Background: an optimization exercise with open tools, aiming at small area, a short achievable clock period and few clock cycles per item. Do not read the settings as production practice. RTL that was checked went through simulation tests only; none was proved equivalent to the original. Power figures rest on the tool's default switching activity, not on a simulated workload.

## lookup_cache_top
module lookup_cache_top (
    input  wire                      clk,
    input  wire                      rst,
    input  wire                      req_valid_i,
    input  wire  [20+(3 + 1 + 5 + 4)-1:0] req_i,
    output logic                     req_ready_o,
    output logic                     rsp_valid_o,
    output logic [20+(3 + 1 + 5 + 4)-1:0] rsp_o,
    input  wire                      rsp_ready_i,
    output logic                     c2a_vld_o,
    output logic [20-1:0]   c2a_info_o,
    output logic [10-1:0] c2a_req_id_o,
    input  wire                      a2c_rdy_i,
    input  wire                      a2c_rsp_vld_i,
    input  wire  [10-1:0] a2c_rsp_id_i,
    input  wire  [20-1:0]   a2c_rslt_i
);
    localparam int KW = 20;
    localparam int RW = 20;
    localparam int MW = (3 + 1 + 5 + 4);
    localparam int NE = 16;
    localparam int EW = 4;
    localparam int NS = 4;
    localparam int SW = 2;
    logic          sv_q, rv_q, tv_q, ready_q;
    logic [KW-1:0] skey_q, rkey_q, tkey_q;
    logic [MW-1:0] smeta_q, rmeta_q, tmeta_q;
    logic [NE-1:0] tm_q;             
    logic [3:0]    thv4_q, thp4_q;   
    logic          thv, thp;
    logic [NE-1:0] kv_q;             
  ...
For scale: ~2200 cells after synthesis, ~1000 flip-flops, ~140 I/O pins.
==> flow/config.mk <==
export PLATFORM = sky130hd
export DESIGN_NAME = lookup_cache_top
export DESIGN_NICKNAME = lookup_cache_top
export VERILOG_FILES = /design/flow/design.v
export SDC_FILE = /design/flow/constraint.sdc
export NUM_CORES = 4
export LEC_CHECK = 0
export CAP_MARGIN = 20
export CORE_MARGIN = 2
export CORE_UTILIZATION = 40
export CTS_BUF_LIST = sky130_fd_sc_hd__clkbuf_16
export CTS_CLUSTER_DIAMETER = 60
export CTS_CLUSTER_SIZE = 22
export SETUP_SLACK_MARGIN = 4.6
export SLEW_MARGIN = 20
==> flow/constraint.sdc <==
create_clock -name core_clock -period 7.5 [get_ports {clk}]
set_input_delay 1.5000 -clock core_clock [delete_from_list [all_inputs] [get_ports {clk}]]
set_output_delay 1.5000 -clock core_clock [all_outputs]
set_load 0.01 [all_outputs]
standard.sh (not shown) runs the stock make flow with config.mk's settings and CLKGATE_MAP_FILE= SYNTH_SCRIPT=/design/flow/synth_recipe.tcl, a recipe that flattens the netlist after the stock synthesis.
==> flow/flow/run.sh <==
#!/bin/bash
# The standard layout, with plain buffers (buf_2) on the ports in place
# of the delay buffers buffer_ports picks by default. Everything else is the
# standard flow. The tool output goes to standard_flow.log here.
set -euo pipefail
export BUFFER_PORTS_ARGS="-buffer_cell sky130_fd_sc_hd__buf_2"
bash standard.sh > standard_flow.log 2>&1
Testbench counts at the start, summed over its fixed seeds: cycles 8,451, items 8,000.
Rerun with:
--- a/flow/design.v
+++ b/flow/design.v
@@ -52,31 +52,30 @@
     localparam int EW = 4;
     localparam int NS = 4;
     localparam int SW = 2;
     logic          sv_q, rv_q, tv_q, ready_q;
     logic [KW-1:0] skey_q, rkey_q, tkey_q;
     logic [MW-1:0] smeta_q, rmeta_q, tmeta_q;
     logic [NE-1:0] tm_q;             
-    logic [3:0]    thv4_q, thp4_q;   
-    logic          thv, thp;
+    logic          thv_q, thp_q;     
     logic [NE-1:0] kv_q;             
     logic [NE-1:0] cv_q;             
     logic [KW-1:0] key_q  [NE];
     logic [RW-1:0] rslt_q [NE];
     logic [EW-1:0] ptr_q;            
     logic [NE-1:0] ptr_oh_q;         
     logic [NS-1:0] busy_q;
     logic [NS-1:0] rdy_q;            
     logic [EW-1:0] ent_q  [NS];
     logic [MW-1:0] meta_q [NS];
     logic          qv_q;
     logic [SW-1:0] qslot_q;
     logic [NE-1:0] qent_q;
     logic          av_q;
-    logic [EW-1:0] aent_q;           
+    logic [SW-1:0] aid_q;
     logic [RW-1:0] ard_q;
     logic          cvld_q;
     logic [KW-1:0] ckey_q;
     logic [SW-1:0] cid_q;
     logic          ov_q;
     logic [RW-1:0] ores_q;
     logic [MW-1:0] ometa_q;
@@ -97,34 +96,32 @@
         for (int s = 0; s < NS; s++) begin
             if (busy_q[s] && ent_q[s] == ptr_q) lk_ptr = 1'b1;
         end
     end
     logic o_free, c_free, t_miss;
     assign o_free = !ov_q || rsp_ready_i;
     assign c_free = !cvld_q || a2c_rdy_i;
-    assign thv    = |thv4_q;
-    assign thp    = |thp4_q;
-    assign t_miss = !thv && !thp;
+    assign t_miss = !thv_q && !thp_q;
     logic s_fire;        
     logic h_fire;        
     logic p_fire;        
     logic a_fire;        
     logic skip;          
     logic t_free, r_free;
     assign s_fire = qv_q && o_free;
-    assign h_fire = tv_q && thv && !qv_q && o_free;
+    assign h_fire = tv_q && thv_q && !qv_q && o_free;
     assign p_fire = tv_q && !t_miss && !h_fire && any_free;
     assign a_fire = tv_q && t_miss && any_free && c_free && !lk_ptr;
     assign skip   = tv_q && t_miss && lk_ptr;
     assign t_free = !tv_q || h_fire || p_fire || a_fire;
     assign r_free = !rv_q || t_free;
     assign req_ready_o = ready_q;
     logic [EW-1:0] a_ent;
     logic [NE-1:0] a_dec;
-    assign a_ent = aent_q;
+    assign a_ent = ent_q[aid_q];
     always_comb begin
         for (int e = 0; e < NE; e++) begin
             a_dec[e] = av_q && (a_ent == EW'(e));
         end
     end
     logic [EW-1:0] tm_idx;
     always_comb begin
@@ -240,44 +237,45 @@
             rkey_q  <= sv_q ? skey_q  : req_i[KW+MW-1:MW];
             rmeta_q <= sv_q ? smeta_q : req_i[MW-1:0];
         end
         if (t_free) begin
             tkey_q  <= rkey_q;
             tmeta_q <= rmeta_q;
             tm_q    <= m1;
-            for (int g = 0; g < 4; g++) begin
-                thv4_q[g] <= |m1_v[4*g +: 4];
-                thp4_q[g] <= |(m1[4*g +: 4] & ~m1_v[4*g +: 4]);
-            end
+            thv_q   <= |m1_v;
+            thp_q   <= |(m1 & ~m1_v);
         end
         ard_q <= a2c_rslt_i;
-        aent_q <= ent_q[a2c_rsp_id_i[SW-1:0]];
+        aid_q <= a2c_rsp_id_i[SW-1:0];
         for (int e = 0; e < NE; e++) begin
             if (a_dec[e]) rslt_q[e] <= ard_q;
         end
         for (int e = 0; e < NE; e++) begin
             if (a_fire && ptr_oh_q[e]) key_q[e] <= tkey_q;
         end
-        if (any_free) begin
-            ent_q[fsel]  <= t_miss ? ptr_q : tm_idx;
+        if (p_fire || a_fire) begin
+            ent_q[fsel]  <= a_fire ? ptr_q : tm_idx;
             meta_q[fsel] <= tmeta_q;
         end
         if (!qv_q || s_fire) begin
             qslot_q <= pick;
             for (int e = 0; e < NE; e++) begin
                 qent_q[e] <= (ent_q[pick] == EW'(e));
             end
         end
-        if (c_free) begin
+        if (a_fire) begin
             ckey_q <= tkey_q;
             cid_q  <= fsel;
         end
-        if (o_free) begin
+        if (s_fire) begin
             ores_q  <= omux;
-            ometa_q <= qv_q ? meta_q[qslot_q] : tmeta_q;
+            ometa_q <= meta_q[qslot_q];
+        end else if (h_fire) begin
+            ores_q  <= omux;
+            ometa_q <= tmeta_q;
         end
     end
     assign rsp_valid_o  = ov_q;
     assign rsp_o        = {ores_q, ometa_q};
     assign c2a_vld_o    = cvld_q;
     assign c2a_info_o   = ckey_q;
     assign c2a_req_id_o = {{(10 - SW){1'b0}}, cid_q};
The changed run produced a clean layout.
First-iteration DRC count climbs by about 12%.
Utilization went up by 0.66 points.
Area after synthesis shrinks by 0.71%.
Count of clock-buffer cells in the layout came out higher by 7.
Routed wire length went up by 2.2%.
Via count came out higher by 2.2%.
Maximum frequency decreases by about 1%.
Register-to-register slack degrades by 0.03 ns.
Power increases by 7.5%.
Critical path depth went up by 1.
For the second run of this note, only the layout was checked, not whether the RTL still works.


The RTL this note starts from:
==> flow/design.v <==
`default_nettype none
package lkp_pkg;
    typedef logic [2-1:0] mshr_idx_t;
    typedef struct packed {
        logic [3-1:0] order_id;
        logic                    so;
        logic [5-1:0]   reg_entry;
        logic [4-1:0]   rob_entry;
    } lkp_meta_t;
    typedef struct packed {
        logic [20-1:0] key;
        lkp_meta_t              meta;
    } lkp_req_t;
    typedef struct packed {
        logic [20-1:0] result;
        lkp_meta_t              meta;
    } lkp_rsp_t;
    typedef struct packed {
        logic [20-1:0] key;
        mshr_idx_t              idx;
    } c2a_req_t;
    typedef enum logic [1:0] {
        S_IDLE,
        S_SEARCH,
        S_RESOLVE
    } slot_state_e;
endpackage
`default_nettype wire
`timescale 1ns/100ps
`default_nettype none
module lookup_cache_top (
    input  wire                      clk,
    input  wire                      rst,
    input  wire                      req_valid_i,
    input  wire  [20+(3 + 1 + 5 + 4)-1:0] req_i,
    output logic                     req_ready_o,
    output logic                     rsp_valid_o,
    output logic [20+(3 + 1 + 5 + 4)-1:0] rsp_o,
    input  wire                      rsp_ready_i,
    output logic                     c2a_vld_o,
    output logic [20-1:0]   c2a_info_o,
    output logic [10-1:0] c2a_req_id_o,
    input  wire                      a2c_rdy_i,
    input  wire                      a2c_rsp_vld_i,
    input  wire  [10-1:0] a2c_rsp_id_i,
    input  wire  [20-1:0]   a2c_rslt_i
);
    localparam int KW = 20;
    localparam int RW = 20;
    localparam int MW = (3 + 1 + 5 + 4);
    localparam int NE = 16;
    localparam int EW = 4;
    localparam int NS = 4;
    localparam int SW = 2;
    logic          sv_q, rv_q, tv_q, ready_q;
    logic [KW-1:0] skey_q, rkey_q, tkey_q;
    logic [MW-1:0] smeta_q, rmeta_q, tmeta_q;
    logic [EW-1:0] tidx_q;           
    logic [3:0]    thv4_q, thp4_q;   
    logic [NE-1:0] kv_q;             
    logic [NE-1:0] cv_q;             
    logic [KW-1:0] key_q  [NE];
    logic [RW-1:0] rslt_q [NE];
    logic [EW-1:0] ptr_q;            
    logic [NE-1:0] ptr_oh_q;         
    logic [NS-1:0] busy_q;
    logic [NS-1:0] rdy_q;            
    logic [EW-1:0] ent_q  [NS];
    logic [MW-1:0] meta_q [NS];
    logic          qv_q;
    logic [SW-1:0] qslot_q;
    logic [EW-1:0] qent_q;
    logic          cvld_q;
    logic [KW-1:0] ckey_q;
    logic [SW-1:0] cid_q;
    logic          ov_q;
    logic [RW-1:0] ores_q;
    logic [MW-1:0] ometa_q;
    logic [EW-1:0] a_ent;
    logic [NE-1:0] a_dec;
    assign a_ent = ent_q[a2c_rsp_id_i[SW-1:0]];
    always_comb begin
        for (int e = 0; e < NE; e++) begin
            a_dec[e] = a2c_rsp_vld_i && (a_ent == EW'(e));
        end
    end
    logic [SW-1:0] fsel;
    logic          any_free;
    always_comb begin
        fsel = '0;
        for (int s = NS - 1; s >= 0; s--) begin
            if (!busy_q[s]) fsel = SW'(s);
        end
    end
    assign any_free = |(~busy_q);
    logic lk_ptr;
    always_comb begin
        lk_ptr = 1'b0;
        for (int s = 0; s < NS; s++) begin
            if (busy_q[s] && ent_q[s] == ptr_q) lk_ptr = 1'b1;
        end
    end
    logic o_free, c_free, thv, thp, t_miss;
    assign o_free = !ov_q || rsp_ready_i;
    assign c_free = !cvld_q || a2c_rdy_i;
    assign thv    = |thv4_q;
    assign thp    = |thp4_q;
    assign t_miss = !thv && !thp;
    logic s_fire;        
    logic h_fire;        
    logic p_fire;        
    logic a_fire;        
    logic skip;          
    logic t_free, r_free;
    assign s_fire = qv_q && o_free;
    assign h_fire = tv_q && thv && !qv_q && o_free;
    assign p_fire = tv_q && !t_miss && !h_fire && any_free;
    assign a_fire = tv_q && t_miss && any_free && c_free && !lk_ptr;
    assign skip   = tv_q && t_miss && lk_ptr;
    assign t_free = !tv_q || h_fire || p_fire || a_fire;
    assign r_free = !rv_q || t_free;
    assign req_ready_o = ready_q;
    logic          fwd_on, fwd_eq;
    logic [NE-1:0] m1, m1_v;
    logic [EW-1:0] m1_idx;
    assign fwd_on = tv_q && t_miss;
    assign fwd_eq = (tkey_q == rkey_q);
    always_comb begin
        m1_idx = '0;
        for (int e = 0; e < NE; e++) begin
            if (fwd_on && ptr_oh_q[e]) begin
                m1[e]   = fwd_eq;
                m1_v[e] = 1'b0;
            end else begin
                m1[e]   = kv_q[e] && (key_q[e] == rkey_q);
                m1_v[e] = m1[e] && cv_q[e];
            end
            if (m1[e]) m1_idx = m1_idx | EW'(e);
        end
    end
    logic [NS-1:0] cand;
    logic [SW-1:0] pick;
    always_comb begin
        pick = '0;
        for (int s = 0; s < NS; s++) begin
            cand[s] = busy_q[s] && rdy_q[s] && !(qv_q && qslot_q == SW'(s));
        end
        for (int s = NS - 1; s >= 0; s--) begin
            if (cand[s]) pick = SW'(s);
        end
    end
    always_ff @(posedge clk or posedge rst) begin
        if (rst) begin
            sv_q     <= 1'b0;
            ready_q  <= 1'b1;
            rv_q     <= 1'b0;
            tv_q     <= 1'b0;
            kv_q     <= '0;
            cv_q     <= '0;
            ptr_q    <= '0;
            ptr_oh_q <= NE'(1);
            busy_q   <= '0;
            rdy_q    <= '0;
            qv_q     <= 1'b0;
            cvld_q   <= 1'b0;
            ov_q     <= 1'b0;
        end else begin
            if (r_free) begin
                rv_q    <= sv_q || req_valid_i;
                sv_q    <= 1'b0;
                ready_q <= 1'b1;
            end else if (req_valid_i && !sv_q) begin
                sv_q    <= 1'b1;
                ready_q <= 1'b0;
            end
            if (t_free) begin
                tv_q <= rv_q;
            end
            cv_q <= cv_q | a_dec;
            if (a_fire) begin
                kv_q <= kv_q | ptr_oh_q;
                cv_q <= (cv_q | a_dec) & ~ptr_oh_q;
            end
            if (a_fire || skip) begin
                ptr_q    <= ptr_q + 1'b1;
                ptr_oh_q <= {ptr_oh_q[NE-2:0], ptr_oh_q[NE-1]};
            end
            for (int s = 0; s < NS; s++) begin
                if (a2c_rsp_vld_i && busy_q[s] && ent_q[s] == a_ent) rdy_q[s] <= 1'b1;
            end
            if (s_fire) begin
                busy_q[qslot_q] <= 1'b0;
            end
            if (p_fire || a_fire) begin
                busy_q[fsel] <= 1'b1;
                rdy_q[fsel]  <= p_fire && (cv_q[tidx_q] || a_dec[tidx_q]);
            end
            if (!qv_q || s_fire) begin
                qv_q <= |cand;
            end
            if (a_fire) begin
                cvld_q <= 1'b1;
            end else if (a2c_rdy_i) begin
                cvld_q <= 1'b0;
            end
            if (s_fire || h_fire) begin
                ov_q <= 1'b1;
            end else if (rsp_ready_i) begin
                ov_q <= 1'b0;
            end
        end
    end
    logic [EW-1:0] oent;
    logic [RW-1:0] omux;
    always_comb begin
        omux = '0;
        oent = qv_q ? qent_q : tidx_q;
        for (int e = 0; e < NE; e++) begin
            if (oent == EW'(e)) omux = omux | rslt_q[e];
        end
    end
    always_ff @(posedge clk) begin
        if (!sv_q) begin
            skey_q  <= req_i[KW+MW-1:MW];
            smeta_q <= req_i[MW-1:0];
        end
        if (r_free) begin
            rkey_q  <= sv_q ? skey_q  : req_i[KW+MW-1:MW];
            rmeta_q <= sv_q ? smeta_q : req_i[MW-1:0];
        end
        if (t_free) begin
            tkey_q  <= rkey_q;
            tmeta_q <= rmeta_q;
            tidx_q  <= m1_idx;
            for (int g = 0; g < 4; g++) begin
                thv4_q[g] <= |m1_v[4*g +: 4];
                thp4_q[g] <= |(m1[4*g +: 4] & ~m1_v[4*g +: 4]);
            end
        end
        for (int e = 0; e < NE; e++) begin
            if (a_dec[e]) rslt_q[e] <= a2c_rslt_i;
            if (a_fire && ptr_oh_q[e]) key_q[e] <= tkey_q;
        end
        if (any_free) begin
            ent_q[fsel]  <= t_miss ? ptr_q : tidx_q;
            meta_q[fsel] <= tmeta_q;
        end
        if (!qv_q || s_fire) begin
            qslot_q <= pick;
            qent_q  <= ent_q[pick];
        end
        if (c_free) begin
            ckey_q <= tkey_q;
            cid_q  <= fsel;
        end
        if (o_free) begin
            ores_q  <= omux;
            ometa_q <= qv_q ? meta_q[qslot_q] : tmeta_q;
        end
    end
    assign rsp_valid_o  = ov_q;
    assign rsp_o        = {ores_q, ometa_q};
    assign c2a_vld_o    = cvld_q;
    assign c2a_info_o   = ckey_q;
    assign c2a_req_id_o = {{(10 - SW){1'b0}}, cid_q};
endmodule
`default_nettype wire
==> flow/config.mk <==
export PLATFORM = sky130hd
export DESIGN_NAME = lookup_cache_top
export DESIGN_NICKNAME = lookup_cache_top
export VERILOG_FILES = /design/flow/design.v
export SDC_FILE = /design/flow/constraint.sdc
export NUM_CORES = 4
export LEC_CHECK = 0
export CAP_MARGIN = 20
export CORE_MARGIN = 2
export CORE_UTILIZATION = 55
export SETUP_SLACK_MARGIN = 4.6
export SLEW_MARGIN = 20
==> flow/constraint.sdc <==
create_clock -name core_clock -period 7.5 [get_ports {clk}]
set_input_delay 1.5000 -clock core_clock [delete_from_list [all_inputs] [get_ports {clk}]]
set_output_delay 1.5000 -clock core_clock [all_outputs]
set_load 0.01 [all_outputs]
==> flow/flow/run.sh <==
#!/bin/bash
# The standard layout, with plain buffers (buf_2) on the ports in place
# of the delay buffers buffer_ports picks by default, and clock tree
# synthesis without dummy loads. Everything else is the standard flow.
# The tool output goes to standard_flow.log here.
set -euo pipefail
export BUFFER_PORTS_ARGS="-buffer_cell sky130_fd_sc_hd__buf_2"
export CTS_ARGS="-sink_clustering_enable -repair_clock_nets -dont_use_dummy_load -sink_clustering_size 26 -sink_clustering_max_diameter 70 -buf_list sky130_fd_sc_hd__clkbuf_16"
bash standard.sh > standard_flow.log 2>&1
Testbench counts at the start, summed over its fixed seeds: cycles 8,381, items 8,000.
==> next run, changes <==
--- a/flow/design.v
+++ b/flow/design.v
@@ -70,19 +70,26 @@
     logic          qv_q;
     logic [SW-1:0] qslot_q;
     logic [EW-1:0] qent_q;
+    logic          av_q;
+    logic [EW-1:0] aent_q;           
+    logic [RW-1:0] ard_q;
     logic          cvld_q;
     logic [KW-1:0] ckey_q;
     logic [SW-1:0] cid_q;
     logic          ov_q;
     logic [RW-1:0] ores_q;
     logic [MW-1:0] ometa_q;
-    logic [EW-1:0] a_ent;
     logic [NE-1:0] a_dec;
-    assign a_ent = ent_q[a2c_rsp_id_i[SW-1:0]];
-    always_comb begin
-        for (int e = 0; e < NE; e++) begin
-            a_dec[e] = a2c_rsp_vld_i && (a_ent == EW'(e));
-        end
+    logic [NS-1:0] a_wake;           
+    logic          a_tidx;           
+    always_comb begin
+        for (int e = 0; e < NE; e++) begin
+            a_dec[e] = av_q && (aent_q == EW'(e));
+        end
+        for (int s = 0; s < NS; s++) begin
+            a_wake[s] = av_q && (ent_q[s] == aent_q);
+        end
+        a_tidx = av_q && (aent_q == tidx_q);
     end
     logic [SW-1:0] fsel;
     logic          any_free;
@@ -117,7 +124,12 @@
     assign p_fire = tv_q && !t_miss && !h_fire && any_free;
     assign a_fire = tv_q && t_miss && any_free && c_free && !lk_ptr;
     assign skip   = tv_q && t_miss && lk_ptr;
-    assign t_free = !tv_q || h_fire || p_fire || a_fire;
+    logic t_hit_wait, t_miss_go;
+    assign t_hit_wait = tv_q && thv && !qv_q;
+    assign t_miss_go  = tv_q && t_miss && any_free && !lk_ptr;
+    assign t_free = !tv_q || (t_hit_wait && !ov_q) || (tv_q && !t_miss && any_free)
+                 || (t_miss_go && !cvld_q)
+                 || (t_hit_wait && rsp_ready_i) || (t_miss_go && a2c_rdy_i);
     assign r_free = !rv_q || t_free;
     assign req_ready_o = ready_q;
     logic          fwd_on, fwd_eq;
@@ -164,7 +176,9 @@
             qv_q     <= 1'b0;
             cvld_q   <= 1'b0;
             ov_q     <= 1'b0;
+            av_q     <= 1'b0;
         end else begin
+            av_q <= a2c_rsp_vld_i;
             if (r_free) begin
                 rv_q    <= sv_q || req_valid_i;
                 sv_q    <= 1'b0;
@@ -177,8 +191,8 @@
                 tv_q <= rv_q;
             end
             cv_q <= cv_q | a_dec;
-            if (a_fire) begin
-                kv_q <= kv_q | ptr_oh_q;
+            if (t_miss_go) begin
+                kv_q <= a_fire ? (kv_q | ptr_oh_q) : (kv_q & ~ptr_oh_q);
                 cv_q <= (cv_q | a_dec) & ~ptr_oh_q;
             end
             if (a_fire || skip) begin
@@ -186,14 +200,14 @@
                 ptr_oh_q <= {ptr_oh_q[NE-2:0], ptr_oh_q[NE-1]};
             end
             for (int s = 0; s < NS; s++) begin
-                if (a2c_rsp_vld_i && busy_q[s] && ent_q[s] == a_ent) rdy_q[s] <= 1'b1;
+                if (busy_q[s] && a_wake[s]) rdy_q[s] <= 1'b1;
             end
             if (s_fire) begin
                 busy_q[qslot_q] <= 1'b0;
             end
             if (p_fire || a_fire) begin
                 busy_q[fsel] <= 1'b1;
-                rdy_q[fsel]  <= p_fire && (cv_q[tidx_q] || a_dec[tidx_q]);
+                rdy_q[fsel]  <= p_fire && (cv_q[tidx_q] || a_tidx);
             end
             if (!qv_q || s_fire) begin
                 qv_q <= |cand;
@@ -237,9 +251,11 @@
                 thp4_q[g] <= |(m1[4*g +: 4] & ~m1_v[4*g +: 4]);
             end
         end
-        for (int e = 0; e < NE; e++) begin
-            if (a_dec[e]) rslt_q[e] <= a2c_rslt_i;
-            if (a_fire && ptr_oh_q[e]) key_q[e] <= tkey_q;
+        ard_q  <= a2c_rslt_i;
+        aent_q <= ent_q[a2c_rsp_id_i[SW-1:0]];
+        for (int e = 0; e < NE; e++) begin
+            if (a_dec[e]) rslt_q[e] <= ard_q;
+            if (t_miss_go && ptr_oh_q[e]) key_q[e] <= tkey_q;
         end
         if (any_free) begin
             ent_q[fsel]  <= t_miss ? ptr_q : tidx_q;
What happened:
- worst setup slack is better by 21 ps
- cell area is about the same
- power climbs by 6.2%
- sequential power climbs by 12%
- synthesized area climbs by 1.1%
- global-route usage drops by 0.27 points
- die area climbs by 1.1%
- clock skew hardly moves
Testbench counts after the change, summed over its fixed seeds: cycles 8,451, items 8,000.

separate check: timing with driven ports:
The results above use ideal ports. As a check the final layouts listed here were re-extracted and re-timed, cells and wires unchanged.
Step 1 assumes that a clkbuf_16 drives the clock port and a buf_2 every other input.
Step 2 also shifts input and output timing later by t, the mid clock arrival at the registers, as if the neighbouring blocks saw the same clock.
Slacks: ideal ports / drivers / drivers and shift; pairs: ideal ports / drivers.
run | shift t [ns] | setup WS [ns] | worst setup path after step 2 | worst slew at a driven data input, ns
the first run of note 1 | 0.710 | 4.626 / 4.602 / 4.114 | input to register | 0.05
the second run of note 1 | 0.700 | 4.595 / 4.595 / 4.150 | input to register | 0.06
the first run of note 2 | 0.678 | 4.622 / 4.607 / 3.929 | input to register | 0.09
the second run of note 2 | 0.673 | 4.643 / 4.643 / 4.296 | input to register | 0.12
After both steps setup and hold are still met in every run listed. For the first run of note 2, which loses most, drivers alone change the setup slack by -0.015 ns; drivers and shift together by -0.693 ns.
